Background: an optimization exercise with open tools, aiming at small area, a short achievable clock period and few clock cycles. Do not read the settings as production practice.
Function was checked by simulation only, so behaviour that the tests miss may differ from the original.
Power is estimated from default activity; no workload was simulated.

## onyx
## mips_chip
module mips_chip (
	input  logic                clk,
	input  logic                rst_n,
	output logic                mem_read_D,
	output logic                mem_write_D,
	output logic [28-1:0] mem_addr_D,
	output logic [128-1:0]  mem_wdata_D,
	input  logic [128-1:0]  mem_rdata_D,
	input  logic                mem_ready_D,
	output logic                mem_read_I,
	output logic [28-1:0] mem_addr_I,
	input  logic [128-1:0]  mem_rdata_I,
	input  logic                mem_ready_I,
	output logic [30-1:0] DCACHE_addr_o,
	output logic [32-1:0]    DCACHE_wdata_o,
	output logic                DCACHE_wen_o
);
clock: 10.0 ns
lec_check: 0
abc_clock_period_in_ps: 3500
cap_margin: 20
core_margin: 2
core_utilization: 45
cts_cluster_diameter: 80
cts_cluster_size: 20
slew_margin: 20
standard.sh (not shown) runs the stock make flow with config.mk's settings and CLKGATE_MAP_FILE= SYNTH_SCRIPT=/design/flow/synth_recipe.tcl, a recipe that flattens the netlist after the stock synthesis.
==> flow/flow/run.sh <==
#!/bin/bash
set -uo pipefail
export SETUP_SLACK_MARGIN=6.0
export BUFFER_PORTS_ARGS="-buffer_cell sky130_fd_sc_hd__buf_2"
bash standard.sh > standard.log 2>&1
Testbench counts of onyx, summed over its fixed seeds: cycles 84,889.
diff inputs: onyx => sierra
# onyx
export LEC_CHECK = 0
export ABC_CLOCK_PERIOD_IN_PS = 3500
export CAP_MARGIN = 20
export CORE_MARGIN = 2
export CORE_UTILIZATION = 45
export CTS_CLUSTER_DIAMETER = 80
export CTS_CLUSTER_SIZE = 20
export SLEW_MARGIN = 20
create_clock -name core_clock -period 10.0 [get_ports {clk}]
# sierra
export LEC_CHECK = 0
export ABC_CLOCK_PERIOD_IN_PS = 3500
export CAP_MARGIN = 20
export CORE_MARGIN = 2
export CORE_UTILIZATION = 55
export CTS_CLUSTER_DIAMETER = 80
export CTS_CLUSTER_SIZE = 20
export SLEW_MARGIN = 20
create_clock -name core_clock -period 10.0 [get_ports {clk}]
==> flow/flow/run.sh <==
#!/bin/bash
set -uo pipefail
export SETUP_SLACK_MARGIN=6.0
export BUFFER_PORTS_ARGS="-buffer_cell sky130_fd_sc_hd__buf_1"
bash standard.sh > standard.log 2>&1
Results
Compared to onyx, sierra has power density over the cells about 0.8% higher.
For die span in y, dividing the value from sierra by the value from onyx gives 0.905.
Compared with onyx, sierra instantiates a smaller number of cells.
On number of buffers added by the clock tree synthesis step, the higher figure sits with onyx, not sierra.
onyx has a higher instance count after placement with tap cells included than sierra.
## Diff of input files: yarrow against sierra
# sierra
export LEC_CHECK = 0
export ABC_CLOCK_PERIOD_IN_PS = 3500
export CAP_MARGIN = 20
export CORE_MARGIN = 2
export CORE_UTILIZATION = 55
export CTS_CLUSTER_DIAMETER = 80
export CTS_CLUSTER_SIZE = 20
export SLEW_MARGIN = 20
create_clock -name core_clock -period 10.0 [get_ports {clk}]
# yarrow
export LEC_CHECK = 0
export ABC_CLOCK_PERIOD_IN_PS = 3500
export CAP_MARGIN = 20
export CORE_MARGIN = 2
export CORE_UTILIZATION = 50
export CTS_CLUSTER_DIAMETER = 80
export CTS_CLUSTER_SIZE = 20
export SLEW_MARGIN = 20
create_clock -name core_clock -period 10.0 [get_ports {clk}]
==> comparison <==
Taking sierra as the reference, in yarrow relative area change from synthesis to final layout now sits at about the same level, max-slew violation total from the final report now sits at about the same level, total power draw now sits lower, met3 capacity usage during global routing now sits lower, final wirelength now sits higher. Re worst slew slack as a fraction of its limit: sierra was lower than yarrow. [compare] base=sierra new=yarrow: via count held steady, pin slew with the least headroom to its limit shrank by 89 ps. On yarrow: wire length of the first global-routing pass is 2.8% higher than what sierra gave. Compared with sierra, in yarrow worst setup slack fell 47 ps, placed wire-length estimate rose about 1.4%.


mips_chip again, from the RTL that the note above started with.
## mips_chip
module mips_chip (
	input  logic                clk,
	input  logic                rst_n,
	output logic                mem_read_D,
	output logic                mem_write_D,
	output logic [28-1:0] mem_addr_D,
	output logic [128-1:0]  mem_wdata_D,
	input  logic [128-1:0]  mem_rdata_D,
	input  logic                mem_ready_D,
	output logic                mem_read_I,
	output logic [28-1:0] mem_addr_I,
	input  logic [128-1:0]  mem_rdata_I,
	input  logic                mem_ready_I,
	output logic [30-1:0] DCACHE_addr_o,
	output logic [32-1:0]    DCACHE_wdata_o,
	output logic                DCACHE_wen_o
);
export LEC_CHECK = 0
export ABC_CLOCK_PERIOD_IN_PS = 3500
export CAP_MARGIN = 20
export CORE_MARGIN = 2
export CORE_UTILIZATION = 45
export CTS_CLUSTER_DIAMETER = 80
export CTS_CLUSTER_SIZE = 20
export SLEW_MARGIN = 20
create_clock -name core_clock -period 10.0 [get_ports {clk}]
==> flow/flow/run.sh <==
#!/bin/bash
set -uo pipefail
export SETUP_SLACK_MARGIN=6.0
export BUFFER_PORTS_ARGS="-buffer_cell sky130_fd_sc_hd__buf_1"
bash standard.sh > standard.log 2>&1
Testbench counts at the start, summed over its fixed seeds: cycles 84,889.
==> next run, changes <==
Settings changed: CORE_UTILIZATION 45 to 50, CTS_CLUSTER_DIAMETER 80 to 90, CTS_CLUSTER_SIZE 20 to 25.
After rerunning:
- wire length stays flat
- clock skew stays flat
- sequential share of layout area rose by 0.77 points
- cell area goes down by about 1.4%
- combinational power hardly moves
- first-iteration DRC count went down by about 8%
- via count fell by about 0.8%
- non-clock buffer count went down by 11
- total power is lower by about 2.3%
==> next run, changes <==
==> flow/flow/run.sh (replaced) <==
#!/bin/bash
set -uo pipefail
export SETUP_SLACK_MARGIN=6.0
export BUFFER_PORTS_ARGS="-buffer_cell sky130_fd_sc_hd__buf_2"
bash standard.sh > standard.log 2>&1
Settings changed: CORE_UTILIZATION 50 to 45, CTS_CLUSTER_DIAMETER 90 to 100, CTS_CLUSTER_SIZE 25 to 30.
After rerunning: Maximum frequency fell by 1.5%; power is about the same; clock skew rises by 0.0092 ns; sequential power hardly moves; clock power shrinks by about 3%; hold slack improves by 0.021 ns; final area went up by 0.76%; worst setup slack loses 0.065 ns.

re-timing with driven ports:
No port has a modelled driver above. Below, the same layouts with a new extraction and two added sets of constraints.
Step 1 assumes that a clkbuf_16 drives the clock port and a buf_2 every other input.
Step 2 times the ports against the registers' clock, not the clock port: input delays grow and output delays shrink by t, the midpoint of the rising clock arrivals with the driver on.
a / b / c = ideal / step 1 / step 2; a / b = the first two.
run | t, ns | slack for setup (ns) | hold slack, ns | cell pins on the clock port's net
onyx | 0.966 | 5.739 / 5.634 / 5.468 | 0.468 / 0.468 / 0.468 | 1
sierra | 0.978 | 5.776 / 5.668 / 5.160 | 0.462 / 0.462 / 0.462 | 1
yarrow | 0.972 | 5.729 / 5.636 / 5.200 | 0.477 / 0.477 / 0.477 | 1
the first run of note 2 | 0.960 | 5.735 / 5.639 / 5.296 | 0.420 / 0.420 / 0.420 | 1
the second run of note 2 | 0.949 | 5.778 / 5.679 / 5.262 | 0.483 / 0.483 / 0.483 | 1
the third run of note 2 | 0.928 | 5.713 / 5.614 / 5.305 | 0.504 / 0.504 / 0.504 | 1
After both steps every run listed still meets setup and hold. The setup slack of sierra, which loses most, moves by -0.108 ns with the drivers and by -0.616 ns with both steps.
